What follows belongs to an exercise in optimizing a design on an open flow for small area and a short achievable clock period; a production flow would make more cautious choices. At most, simulation tests tie the RTL to the original design; equivalence was not proved. No activity file was given, so power comes from the tool's default toggle rates.

Setup of run a:
==> module xpmwrap_aoi21, before the edit <==
module xpmwrap_aoi21 (
  input  logic a0, a1, b,
  output logic y
);
  assign y = ~((a0 & a1) | b);
endmodule
==> module xpmwrap_nor2, before the edit <==
module xpmwrap_nor2 (
  input  logic a, b,
  output logic y
);
  assign y = ~(a | b);
endmodule
==> module xpmwrap_sdpram_be, before the edit <==
module xpmwrap_sdpram_be #(
  parameter int                  ADDR_WIDTH     = 6,
  parameter int                  DATA_WIDTH     = 32,
  parameter int                  BYTE_WIDTH     = 8,
  parameter int                  READ_LATENCY   = 2,
  parameter int                  CLEAR_ON_RESET = 1,
  parameter logic [DATA_WIDTH-1:0] CLEAR_VALUE  = '0
) (
  input  logic                                          clk,
  input  logic                                          rstn,
  input  logic                                          wr_en,
  input  logic [ADDR_WIDTH-1:0]                         wr_addr,
  input  logic [xpmwrap_pkg::nb_calc(DATA_WIDTH, BYTE_WIDTH)-1:0] wr_be,
  input  logic [DATA_WIDTH-1:0]                         wr_data,
  input  logic                                          rd_en,
  input  logic [ADDR_WIDTH-1:0]                         rd_addr,
  output logic [DATA_WIDTH-1:0]                         rd_data,
  output logic                                          rd_valid,
  output logic                                          busy,
  output logic                                          drop_err
);
  localparam int NB    = xpmwrap_pkg::nb_calc(DATA_WIDTH, BYTE_WIDTH);
  localparam int DEPTH = 2 ** ADDR_WIDTH;
  localparam int LOW   = ADDR_WIDTH / 2;
  localparam int NLO   = 2 ** LOW;
  localparam int NHI   = DEPTH / NLO;
  logic                  busy_q, busy_o_q;
  logic [NLO-1:0]        lo_q;
  logic [NHI-1:0]        hi_q;
  logic                  drop_q;
  logic                  vld_q, rd_valid_q;
  logic [DATA_WIDTH-1:0] rd_data_q;
  logic [6*DATA_WIDTH-1:0] dat_q;    
  logic                  sweep_last;
  assign sweep_last = lo_q[NLO-1] & hi_q[NHI-1];
  always_ff @(posedge clk) begin
    if (!rstn) begin
      lo_q <= NLO'(1);
      hi_q <= (CLEAR_ON_RESET != 0) ? NHI'(1) : '0;
    end else begin
      lo_q <= {lo_q[NLO-2:0], lo_q[NLO-1]};
      if (lo_q[NLO-1]) hi_q <= {hi_q[NHI-2:0], 1'b0};
    end
  end
  always_ff @(posedge clk) begin
    busy_q   <= ~rstn ? (CLEAR_ON_RESET != 0) : (busy_q & ~sweep_last);
    busy_o_q <= ~rstn ? (CLEAR_ON_RESET != 0) : (busy_o_q & ~sweep_last);
  end
  logic [DATA_WIDTH-1:0] wdata;
  logic [4*NB-1:0]       bsel_n;    
  logic [NLO-1:0]        wlo;
  logic [NHI-1:0]        whi;
  assign wdata  = busy_q ? CLEAR_VALUE : wr_data;
  for (genvar k = 0; k < 4 * NB; k++) begin : g_bsel
    xpmwrap_aoi21 u_bsel (.a0(wr_en), .a1(wr_be[k % NB]), .b(busy_q), .y(bsel_n[k]));
  end
  for (genvar j = 0; j < NLO; j++) begin : g_wlo
    assign wlo[j] = busy_q ? lo_q[j] : (wr_addr[LOW-1:0] == LOW'(j));
  end
  for (genvar j = 0; j < NHI; j++) begin : g_whi
    assign whi[j] = busy_q ? hi_q[j] : (wr_addr[ADDR_WIDTH-1:LOW] == (ADDR_WIDTH-LOW)'(j));
  end
  logic [NLO-1:0]        rlo;
  logic [NHI-1:0]        rhi;
  for (genvar j = 0; j < NLO; j++) begin : g_rlo
    assign rlo[j] = (rd_addr[LOW-1:0] == LOW'(j));
  end
  for (genvar j = 0; j < NHI; j++) begin : g_rhi
    assign rhi[j] = (rd_addr[ADDR_WIDTH-1:LOW] == (ADDR_WIDTH-LOW)'(j));
  end
  logic [DATA_WIDTH-1:0] mem_q [DEPTH];
  logic [DEPTH-1:0]      rsel_a, rsel_b;    
  logic [DATA_WIDTH*DEPTH-1:0] mem_t;    
  for (genvar w = 0; w < DEPTH; w++) begin : g_word
    logic          wsel_n;
    logic [NB-1:0] en;
    xpmwrap_nand2 u_wsel (.a(whi[w / NLO]), .b(wlo[w % NLO]), .y(wsel_n));
    for (genvar b = 0; b < NB; b++) begin : g_byte
      xpmwrap_nor2 u_en (.a(wsel_n), .b(bsel_n[(w / (DEPTH / 4)) * NB + b]), .y(en[b]));
      always_ff @(posedge clk) begin
        if (en[b]) mem_q[w][b*BYTE_WIDTH +: BYTE_WIDTH] <= wdata[b*BYTE_WIDTH +: BYTE_WIDTH];
      end
    end
    xpmwrap_and2 u_rsel_a (.a(rhi[w / NLO]), .b(rlo[w % NLO]), .y(rsel_a[w]));
    xpmwrap_and2 u_rsel_b (.a(rhi[w / NLO]), .b(rlo[w % NLO]), .y(rsel_b[w]));
    for (genvar i = 0; i < DATA_WIDTH; i++) begin : g_t
      assign mem_t[i*DEPTH + w] = mem_q[w][i];
    end
  end
  logic [6*DATA_WIDTH-1:0] rd_p;
  logic [DATA_WIDTH-1:0]   dat_or;
  for (genvar i = 0; i < DATA_WIDTH; i++) begin : g_rd
    logic [DEPTH-1:0] sel;
    logic [5:0]       p;
    assign sel = (i < DATA_WIDTH / 2) ? rsel_a : rsel_b;
    xpmwrap_rdbit u_rd (.sel(sel), .d(mem_t[i*DEPTH +: DEPTH]), .y(p));
    assign rd_p[6*i +: 6] = p;
    assign dat_or[i]      = |dat_q[6*i +: 6];
  end
  always_ff @(posedge clk) begin
    dat_q <= rd_p;
    vld_q <= rstn & ~busy_q & rd_en;
  end
  always_ff @(posedge clk) begin
    if (!rstn) begin
      rd_valid_q <= 1'b0;
      rd_data_q  <= '0;
      drop_q     <= 1'b0;
    end else begin
      rd_valid_q <= vld_q;
      if (vld_q) rd_data_q <= dat_or;
      if (busy_q & (rd_en | wr_en)) drop_q <= 1'b1;
    end
  end
  assign rd_valid = rd_valid_q;
  assign rd_data  = rd_data_q;
  assign busy     = busy_o_q;
  assign drop_err = drop_q;
endmodule
==> flow/config.mk <==
export PLATFORM = sky130hd
export DESIGN_NAME = xpmwrap_sdpram_be
export DESIGN_NICKNAME = xpmwrap_sdpram_be
export VERILOG_FILES = /design/flow/design.v
export SDC_FILE = /design/flow/constraint.sdc
export NUM_CORES = 4
export LEC_CHECK = 0
export CAP_MARGIN = 20
export CORE_MARGIN = 2
export CORE_UTILIZATION = 55
export CTS_CLUSTER_DIAMETER = 80
export CTS_CLUSTER_SIZE = 25
export GPL_TIMING_DRIVEN = 0
export SETUP_SLACK_MARGIN = 0.95
export SLEW_MARGIN = 20
export SYNTH_HIERARCHICAL = 1
export SYNTH_MINIMUM_KEEP_SIZE = 0
==> flow/constraint.sdc <==
create_clock -name core_clock -period 2.8 [get_ports {clk}]
set_input_delay 0.5600 -clock core_clock [delete_from_list [all_inputs] [get_ports {clk}]]
set_output_delay 0.5600 -clock core_clock [all_outputs]
set_load 0.01 [all_outputs]
standard.sh (not shown) runs the stock make flow with config.mk's settings and CLKGATE_MAP_FILE= SYNTH_SCRIPT=/design/flow/synth_recipe.tcl, a recipe that flattens the netlist after the stock synthesis.
==> flow/flow/run.sh <==
#!/bin/bash
# Own flow: the standard layout, with the I/O port buffers built from a plain buffer
# cell instead of the delay-cell default. Tool output goes to standard.log here and to
# ORFS's own per-step logs under orfs/logs.
set -euo pipefail
export BUFFER_PORTS_ARGS="-buffer_cell sky130_fd_sc_hd__buf_2"
bash standard.sh > standard.log 2>&1
Run a did not stop at any stage, and its layout met the timing, design-rule and antenna checks.
Input-level comparison between run b and run a:
-- flow/design.v --
<<< run a, line 19
  assign y = ~((a0 & b0) | (a1 & b1) | (a2 & b2));
endmodule
module xpmwrap_aoi21 (
  input  logic a0, a1, b,
  output logic y
);
  assign y = ~((a0 & a1) | b);
endmodule
module xpmwrap_nor2 (
  input  logic a, b,
  output logic y
);
  assign y = ~(a | b);
endmodule
module xpmwrap_nand2 (
  input  logic a, b,
>>> run b, line 19
  assign y = ~((a0 & b0) | (a1 & b1) | (a2 & b2));
endmodule
module xpmwrap_nand2 (
  input  logic a, b,
<<< run a, line 48
);
  assign y = ~(a | b | c);
endmodule
module xpmwrap_and2 (
>>> run b, line 36
);
  assign y = ~(a | b | c);
endmodule
module xpmwrap_ao32 (
  input  logic a0, a1, a2, b0, b1,
  output logic y
);
  assign y = (a0 & a1 & a2) | (b0 & b1);
endmodule
module xpmwrap_and2 (
<<< run a, line 124
  end
  logic [DATA_WIDTH-1:0] wdata;
  logic [4*NB-1:0]       bsel_n;    
  logic [NLO-1:0]        wlo;
  logic [NHI-1:0]        whi;
  assign wdata  = busy_q ? CLEAR_VALUE : wr_data;
  for (genvar k = 0; k < 4 * NB; k++) begin : g_bsel
    xpmwrap_aoi21 u_bsel (.a0(wr_en), .a1(wr_be[k % NB]), .b(busy_q), .y(bsel_n[k]));
  end
  for (genvar j = 0; j < NLO; j++) begin : g_wlo
    assign wlo[j] = busy_q ? lo_q[j] : (wr_addr[LOW-1:0] == LOW'(j));
  end
  for (genvar j = 0; j < NHI; j++) begin : g_whi
    assign whi[j] = busy_q ? hi_q[j] : (wr_addr[ADDR_WIDTH-1:LOW] == (ADDR_WIDTH-LOW)'(j));
  end
  logic [NLO-1:0]        rlo;
>>> run b, line 118
  end
  logic [DATA_WIDTH-1:0] wdata;
  logic [4*NB-1:0]       bok;    
  logic [NLO-1:0]        wlo;
  logic [NHI-1:0]        whi;
  assign wdata = busy_q ? CLEAR_VALUE : wr_data;
  for (genvar k = 0; k < 4 * NB; k++) begin : g_bok
    xpmwrap_and2 u_bok (.a(wr_en), .b(wr_be[k % NB]), .y(bok[k]));
  end
  for (genvar j = 0; j < NLO; j++) begin : g_wlo
    assign wlo[j] = (wr_addr[LOW-1:0] == LOW'(j));
  end
  for (genvar j = 0; j < NHI; j++) begin : g_whi
    assign whi[j] = (wr_addr[ADDR_WIDTH-1:LOW] == (ADDR_WIDTH-LOW)'(j));
  end
  logic [NLO-1:0]        rlo;
<<< run a, line 149
  logic [DATA_WIDTH*DEPTH-1:0] mem_t;    
  for (genvar w = 0; w < DEPTH; w++) begin : g_word
    logic          wsel_n;
    logic [NB-1:0] en;
    xpmwrap_nand2 u_wsel (.a(whi[w / NLO]), .b(wlo[w % NLO]), .y(wsel_n));
    for (genvar b = 0; b < NB; b++) begin : g_byte
      xpmwrap_nor2 u_en (.a(wsel_n), .b(bsel_n[(w / (DEPTH / 4)) * NB + b]), .y(en[b]));
      always_ff @(posedge clk) begin
        if (en[b]) mem_q[w][b*BYTE_WIDTH +: BYTE_WIDTH] <= wdata[b*BYTE_WIDTH +: BYTE_WIDTH];
>>> run b, line 143
  logic [DATA_WIDTH*DEPTH-1:0] mem_t;    
  for (genvar w = 0; w < DEPTH; w++) begin : g_word
    logic [NB-1:0] en;
    for (genvar b = 0; b < NB; b++) begin : g_byte
      xpmwrap_ao32 u_en (
        .a0(whi[w / NLO]), .a1(wlo[w % NLO]), .a2(bok[(w / (DEPTH / 4)) * NB + b]),
        .b0(hi_q[w / NLO]), .b1(lo_q[w % NLO]),
        .y (en[b])
      );
      always_ff @(posedge clk) begin
        if (en[b]) mem_q[w][b*BYTE_WIDTH +: BYTE_WIDTH] <= wdata[b*BYTE_WIDTH +: BYTE_WIDTH];
### Flow results
- Run b — detailed-route via count 418 higher, run a as reference
- Launching instance or port of the critical path: busy_q -> run a, rd_addr[2] -> run b
- Comparing run b and run a, the higher count of nets after finishing is on run a.
- Of the two candidates, run a has the better first-iteration DRC count and run b the worse one.
- Inserted tap cell count: run b vs run a up 13
- Per the final summary, run b finished and its layout is clean on timing, DRC and antenna.
- Against run a, worst-case headroom to the max-slew limit in run b came out better.
- Between run b and run a, the share of total power in combinational logic is higher for run b.
- Routed wire in run b totals more than in run a.
- ~same placed cell count in run b and run a
- Delta (run b minus run a): final area has decreased, utilization after layout has decreased.
The RTL of run a was laid out without a check of its function.

==> separate check: timing with driven ports <==
The results above use ideal ports. As a check the final layouts listed here were re-extracted and re-timed, cells and wires unchanged. Step 1 assumes that a clkbuf_16 drives the clock port and a buf_2 every other input. Step 2 moves the port delays by t, midway between the first and last clock arrival at a register: inputs arrive t later, outputs are due t later. That takes back most of the time a late clock gives input paths. Three values: ideal ports, drivers, drivers and shift; two values: the first two.
run	t, ns	slack for setup (ns)	pins driven straight from the clock port
run a	0.839	0.736 / 0.736 / 0.013	1
run b	0.825	0.834 / 0.817 / -0.007	1
Met with ideal ports but missed after step 2: setup timing in run b. For run b, which loses most, drivers alone change the setup slack by -0.017 ns; drivers and shift together by -0.841 ns.
